This design comes from an exercise in tuning for small area and a short achievable clock period on the open sky130 flow, not from production work.
Function was checked by simulation only, so behaviour that the tests miss may differ from the original.
Power and IR drop assume default switching activity.

09-08:
==> flow/design.v <==
package tcdm_pkg;
  localparam int unsigned DataWidth = 32;
  localparam int unsigned BeWidth   = DataWidth / 8;
  localparam int unsigned AddrWidth = 32;
  localparam int unsigned AtopWidth = 6;
endpackage
`timescale 1ns/100ps
module tcdm_req_xbar #(
  parameter int unsigned NumCores = 4,
  parameter int unsigned NumBanks = 8
) (
  input  logic                                clk_i,
  input  logic                                rst_ni,
  input  logic [NumCores-1:0]                 core_req_i,
  input  logic [NumCores-1:0][NumBanks-1:0]   core_bank_oh_i,
  input  logic [NumBanks-1:0]                 bank_busy_i,
  output logic [NumBanks-1:0]                 bank_hit_o,
  output logic [NumBanks-1:0][NumCores-1:0]   bank_gnt_o
);
  localparam int unsigned CoreIdxWidth = (NumCores > 1) ? $clog2(NumCores) : 1;
  for (genvar b = 0; b < NumBanks; b++) begin : gen_bank
    logic [NumCores-1:0]     hit;
    logic [NumCores-1:0]     win;
    logic [CoreIdxWidth-1:0] rr_q;
    logic [CoreIdxWidth-1:0] rr_d;
    always_comb begin
      for (int unsigned c = 0; c < NumCores; c++) begin
        hit[c] = core_req_i[c] && core_bank_oh_i[c][b];
      end
    end
    always_comb begin
      for (int unsigned c = 0; c < NumCores; c++) begin
        win[c] = hit[c];
        for (int unsigned o = 0; o < NumCores; o++) begin
          if (o != c) begin
            if (CoreIdxWidth'(o - rr_q) < CoreIdxWidth'(c - rr_q)) begin
              win[c] = win[c] && !hit[o];
            end
          end
        end
      end
    end
    assign bank_hit_o[b] = |hit;
    assign bank_gnt_o[b] = bank_busy_i[b] ? '0 : win;
    always_comb begin
      rr_d = '0;
      for (int unsigned c = 0; c < NumCores; c++) begin
        if (win[c]) rr_d = rr_d | CoreIdxWidth'(c + 1);
      end
    end
    always_ff @(posedge clk_i or negedge rst_ni) begin
      if (!rst_ni) begin
        rr_q <= '0;
      end else if (|hit && !bank_busy_i[b]) begin
        rr_q <= rr_d;
      end
    end
  end
endmodule
`timescale 1ns/100ps
module tcdm_amo_shim (
  input  logic                           clk_i,
  input  logic [tcdm_pkg::DataWidth-1:0] wdata_i,
  input  logic [tcdm_pkg::AtopWidth-1:0] atop_i,
  input  logic [tcdm_pkg::DataWidth-1:0] old_i,
  output logic [tcdm_pkg::DataWidth-1:0] result_o
);
  localparam int unsigned DW = tcdm_pkg::DataWidth;
  logic [3:0]    op_q;
  logic [DW-1:0] operand_q;
  always_ff @(posedge clk_i) begin
    op_q      <= {atop_i[4:2], atop_i[0]};
    operand_q <= wdata_i;
  end
  logic          minmax, sgn, pick_min, add;
  logic [2:0]    tt;
  logic [DW-1:0] a, b, sum;
  logic          cout, lt, pick_a;
  assign minmax   = op_q[3];
  assign sgn      = !op_q[2];
  assign pick_min = !op_q[1];
  assign add      = (op_q[3:1] == 3'b000) && !op_q[0];
  assign tt[0]    = !(op_q[2] && op_q[1]);
  assign tt[1]    = op_q[2] ^ op_q[1];
  assign tt[2]    = op_q[2] || !op_q[1];
  assign a = old_i;
  assign b = operand_q;
  assign {cout, sum} = {1'b0, a} + {1'b0, b ^ {DW{minmax}}} + {{DW{1'b0}}, minmax};
  assign lt     = (a[DW-1] ^ b[DW-1]) ? (sgn ? a[DW-1] : b[DW-1]) : !cout;
  assign pick_a = pick_min ? lt : !lt;
  logic [2:0] ft;
  assign ft[0] = minmax ? !pick_a : tt[0];
  assign ft[1] = minmax ?  pick_a : tt[1];
  assign ft[2] = minmax ?  1'b1   : tt[2];
  always_comb begin
    for (int unsigned i = 0; i < DW; i++) begin
      if (add) begin
        result_o[i] = sum[i];
      end else begin
        result_o[i] = (a[i] && b[i] && ft[2]) || (a[i] && !b[i] && ft[1]) ||
                      (!a[i] && b[i] && ft[0]);
      end
    end
  end
endmodule
`timescale 1ns/100ps
module tcdm_resp_router #(
  parameter int unsigned NumCores = 4,
  parameter int unsigned NumBanks = 8
) (
  input  logic                                         clk_i,
  input  logic                                         rst_ni,
  input  logic [NumCores-1:0][NumBanks-1:0]            core_bank_oh_i,
  input  logic [NumCores-1:0]                          core_gnt_i,
  input  logic [NumCores-1:0]                          core_amo_i,
  input  logic [NumBanks-1:0][tcdm_pkg::DataWidth-1:0] bank_rdata_i,
  output logic [NumCores-1:0]                          core_r_valid_o,
  output logic [NumCores-1:0][tcdm_pkg::DataWidth-1:0] core_r_rdata_o,
  output logic [NumBanks-1:0][NumCores-1:0]            bank_wb_o
);
  logic [NumCores-1:0]               valid_q;
  logic [NumCores-1:0]               amo_q;
  logic [NumCores-1:0][NumBanks-1:0] bank_q;
  always_ff @(posedge clk_i or negedge rst_ni) begin
    if (!rst_ni) begin
      valid_q <= '0;
      amo_q   <= '0;
    end else begin
      valid_q <= core_gnt_i;
      amo_q   <= core_gnt_i & core_amo_i;
    end
  end
  always_ff @(posedge clk_i) begin
    bank_q <= core_bank_oh_i;
  end
  assign core_r_valid_o = valid_q;
  always_comb begin
    for (int unsigned c = 0; c < NumCores; c++) begin
      core_r_rdata_o[c] = '0;
      for (int unsigned b = 0; b < NumBanks; b++) begin
        core_r_rdata_o[c] = core_r_rdata_o[c] | (bank_rdata_i[b] & {tcdm_pkg::DataWidth{bank_q[c][b]}});
        bank_wb_o[b][c]   = amo_q[c] && bank_q[c][b];
      end
    end
  end
endmodule
`timescale 1ns/100ps
module tcdm_interconnect #(
  parameter int unsigned NumCores     = 4,
  parameter int unsigned NumBanks     = 8,
  parameter int unsigned AddrMemWidth = 8
) (
  input  logic                                         clk_i,
  input  logic                                         rst_ni,
  input  logic [NumCores-1:0]                          core_req_i,
  input  logic [NumCores-1:0][tcdm_pkg::AddrWidth-1:0] core_add_i,
  input  logic [NumCores-1:0]                          core_we_i,
  input  logic [NumCores-1:0][tcdm_pkg::DataWidth-1:0] core_wdata_i,
  input  logic [NumCores-1:0][tcdm_pkg::BeWidth-1:0]   core_be_i,
  input  logic [NumCores-1:0][tcdm_pkg::AtopWidth-1:0] core_atop_i,
  output logic [NumCores-1:0]                          core_gnt_o,
  output logic [NumCores-1:0]                          core_r_valid_o,
  output logic [NumCores-1:0][tcdm_pkg::DataWidth-1:0] core_r_rdata_o,
  output logic [NumBanks-1:0]                          sram_req_o,
  output logic [NumBanks-1:0]                          sram_we_o,
  output logic [NumBanks-1:0][AddrMemWidth-1:0]        sram_add_o,
  output logic [NumBanks-1:0][tcdm_pkg::DataWidth-1:0] sram_wdata_o,
  output logic [NumBanks-1:0][tcdm_pkg::BeWidth-1:0]   sram_be_o,
  input  logic [NumBanks-1:0][tcdm_pkg::DataWidth-1:0] sram_rdata_i
);
  localparam int unsigned DW           = tcdm_pkg::DataWidth;
  localparam int unsigned BankSelWidth = $clog2(NumBanks);
  logic [NumCores-1:0][NumBanks-1:0]     core_bank_oh;
  logic [NumCores-1:0][AddrMemWidth-1:0] core_row;
  logic [NumBanks-1:0][AddrMemWidth-1:0] bank_row;
  logic [NumBanks-1:0][AddrMemWidth-1:0] bank_row_q;
  logic [NumCores-1:0]                   core_amo;
  logic [NumCores-1:0][DW-1:0]           amo_result;
  logic [NumBanks-1:0]                   bank_hit;
  logic [NumBanks-1:0]                   bank_busy;
  logic [NumBanks-1:0][NumCores-1:0]     bank_gnt;
  logic [NumBanks-1:0][NumCores-1:0]     bank_wb;
  for (genvar c = 0; c < NumCores; c++) begin : gen_core
    assign core_bank_oh[c] = NumBanks'(1) << core_add_i[c][2 +: BankSelWidth];
    assign core_row[c]     = core_add_i[c][2 + BankSelWidth +: AddrMemWidth];
    assign core_amo[c]     = core_atop_i[c][5] && !(core_atop_i[c][4:2] == 3'b000 && core_atop_i[c][1]);
    tcdm_amo_shim i_amo_shim (
      .clk_i    ( clk_i                 ),
      .wdata_i  ( core_wdata_i[c]       ),
      .atop_i   ( core_atop_i[c]        ),
      .old_i    ( core_r_rdata_o[c]     ),
      .result_o ( amo_result[c]         )
    );
  end
  always_ff @(posedge clk_i) begin
    bank_row_q <= bank_row;
  end
  tcdm_req_xbar #(
    .NumCores ( NumCores ),
    .NumBanks ( NumBanks )
  ) i_req_xbar (
    .clk_i          ( clk_i        ),
    .rst_ni         ( rst_ni       ),
    .core_req_i     ( core_req_i   ),
    .core_bank_oh_i ( core_bank_oh ),
    .bank_busy_i    ( bank_busy    ),
    .bank_hit_o     ( bank_hit     ),
    .bank_gnt_o     ( bank_gnt     )
  );
  tcdm_resp_router #(
    .NumCores ( NumCores ),
    .NumBanks ( NumBanks )
  ) i_resp_router (
    .clk_i          ( clk_i          ),
    .rst_ni         ( rst_ni         ),
    .core_bank_oh_i ( core_bank_oh   ),
    .core_gnt_i     ( core_gnt_o     ),
    .core_amo_i     ( core_amo       ),
    .bank_rdata_i   ( sram_rdata_i   ),
    .core_r_valid_o ( core_r_valid_o ),
    .core_r_rdata_o ( core_r_rdata_o ),
    .bank_wb_o      ( bank_wb        )
  );
  always_comb begin
    core_gnt_o = '0;
    for (int unsigned b = 0; b < NumBanks; b++) begin
      core_gnt_o = core_gnt_o | bank_gnt[b];
    end
  end
  always_comb begin
    for (int unsigned b = 0; b < NumBanks; b++) begin
      bank_busy[b]    = |bank_wb[b];
      sram_req_o[b]   = bank_busy[b] || bank_hit[b];
      sram_we_o[b]    = bank_busy[b];
      bank_row[b]     = '0;
      sram_wdata_o[b] = '0;
      sram_be_o[b]    = {tcdm_pkg::BeWidth{bank_busy[b]}};
      for (int unsigned c = 0; c < NumCores; c++) begin
        if (bank_gnt[b][c]) begin
          sram_we_o[b]    = sram_we_o[b] | (core_we_i[c] && !core_amo[c]);
          bank_row[b]     = bank_row[b] | core_row[c];
          sram_wdata_o[b] = sram_wdata_o[b] | core_wdata_i[c];
          sram_be_o[b]    = sram_be_o[b] | core_be_i[c];
        end
        if (bank_wb[b][c]) begin
          sram_wdata_o[b] = sram_wdata_o[b] | amo_result[c];
        end
      end
      sram_add_o[b] = bank_busy[b] ? bank_row_q[b] : bank_row[b];
    end
  end
endmodule
==> flow/config.mk <==
export PLATFORM = sky130hd
export DESIGN_NAME = tcdm_interconnect
export DESIGN_NICKNAME = tcdm_interconnect
export VERILOG_FILES = /design/flow/design.v
export SDC_FILE = /design/flow/constraint.sdc
export NUM_CORES = 4
export LEC_CHECK = 0
export CAP_MARGIN = 20
export CORE_MARGIN = 2
export CORE_UTILIZATION = 25
export PLACE_DENSITY = 0.3
export SETUP_SLACK_MARGIN = 0.6
export SLEW_MARGIN = 20
==> flow/constraint.sdc <==
create_clock -name core_clock -period 9.0 [get_ports {clk_i}]
set_input_delay 1.8000 -clock core_clock [delete_from_list [all_inputs] [get_ports {clk_i}]]
set_output_delay 1.8000 -clock core_clock [all_outputs]
set_load 0.01 [all_outputs]
standard.sh (not shown) runs the stock make flow with config.mk's settings and CLKGATE_MAP_FILE= SYNTH_SCRIPT=/design/flow/synth_recipe.tcl, a recipe that flattens the netlist after the stock synthesis.
==> flow/flow/run.sh <==
#!/bin/bash
# Standard ORFS layout; the only change is the cell used to buffer the ports
# (the smallest plain buffer instead of the tool's default pick). Timing repair
# still resizes any port buffer that needs more drive.
set -euo pipefail
export BUFFER_PORTS_ARGS="-buffer_cell sky130_fd_sc_hd__buf_1"
bash standard.sh finish > standard_finish.log 2>&1
Edits applied to the flow inputs when going from 09-08 to 04-01:
diff --git a/flow/design.v b/flow/design.v
--- a/flow/design.v
+++ b/flow/design.v
@@ -172,8 +172,7 @@
   localparam int unsigned BankSelWidth = $clog2(NumBanks);
   logic [NumCores-1:0][NumBanks-1:0]     core_bank_oh;
   logic [NumCores-1:0][AddrMemWidth-1:0] core_row;
-  logic [NumBanks-1:0][AddrMemWidth-1:0] bank_row;
-  logic [NumBanks-1:0][AddrMemWidth-1:0] bank_row_q;
+  logic [NumCores-1:0][AddrMemWidth-1:0] row_q;
   logic [NumCores-1:0]                   core_amo;
   logic [NumCores-1:0][DW-1:0]           amo_result;
   logic [NumBanks-1:0]                   bank_hit;
@@ -193,7 +192,7 @@
     );
   end
   always_ff @(posedge clk_i) begin
-    bank_row_q <= bank_row;
+    row_q <= core_row;
   end
   tcdm_req_xbar #(
     .NumCores ( NumCores ),
@@ -232,21 +231,21 @@
       bank_busy[b]    = |bank_wb[b];
       sram_req_o[b]   = bank_busy[b] || bank_hit[b];
       sram_we_o[b]    = bank_busy[b];
-      bank_row[b]     = '0;
+      sram_add_o[b]   = '0;
       sram_wdata_o[b] = '0;
       sram_be_o[b]    = {tcdm_pkg::BeWidth{bank_busy[b]}};
       for (int unsigned c = 0; c < NumCores; c++) begin
         if (bank_gnt[b][c]) begin
           sram_we_o[b]    = sram_we_o[b] | (core_we_i[c] && !core_amo[c]);
-          bank_row[b]     = bank_row[b] | core_row[c];
+          sram_add_o[b]   = sram_add_o[b] | core_row[c];
           sram_wdata_o[b] = sram_wdata_o[b] | core_wdata_i[c];
           sram_be_o[b]    = sram_be_o[b] | core_be_i[c];
         end
         if (bank_wb[b][c]) begin
+          sram_add_o[b]   = sram_add_o[b] | row_q[c];
           sram_wdata_o[b] = sram_wdata_o[b] | amo_result[c];
         end
       end
-      sram_add_o[b] = bank_busy[b] ? bank_row_q[b] : bank_row[b];
-    end
-  end
-endmodule
+    end
+  end
+endmodule
--- outcome ---
04-01: done, clean on timing, DRC and antenna
The post-cts repair resize count of 04-01 exceeds that of 09-08 by about 45%.
Summary of 04-01 over 09-08: maximum frequency decreased about 0.38%; stage delay of the slowest cell on the critical path decreased by 230 ps relative to the old numbers.
The compound-cell area share of the yosys netlist in 04-01 sits 0.15 points above the value recorded for 09-08.
04-01 has average wire per cell in the routed design below what 09-08 had.
04-01 vs 09-08 — worst-case vdd ir drop climbed by a few percent
Delta(power, 04-01 - 09-08) > 0
The run showing the greater global-route usage is 04-01.
Synthesis-to-layout area growth ends up lower on 09-08.

-- static timing again, ports no longer ideal --
Ports are ideal in the flow. The routed layouts listed here were re-timed in OpenROAD.
Step 1: set_driving_cell puts a clkbuf_16 on clk_i and a buf_2 on each other input, an assumption about the parent block.
Step 2 moves the port delays by t, midway between the first and last clock arrival at a register: inputs arrive t later, outputs are due t later. That takes back most of the time a late clock gives input paths.
Three values: ideal ports, drivers, drivers and shift; two values: the first two.
| run | shift t [ns] | slack for setup (ns) | hold WS [ns] |
|---|---|---|---|
| 09-08 | 0.752 | 0.599 / 0.510 / 0.510 | 0.566 / 0.566 / 0.566 |
| 04-01 | 0.746 | 0.567 / 0.486 / 0.486 | 0.563 / 0.563 / 0.563 |
After both steps setup and hold are still met in every run listed. The setup slack of 09-08, which loses most, moves by -0.089 ns with the drivers and by -0.089 ns with both steps.
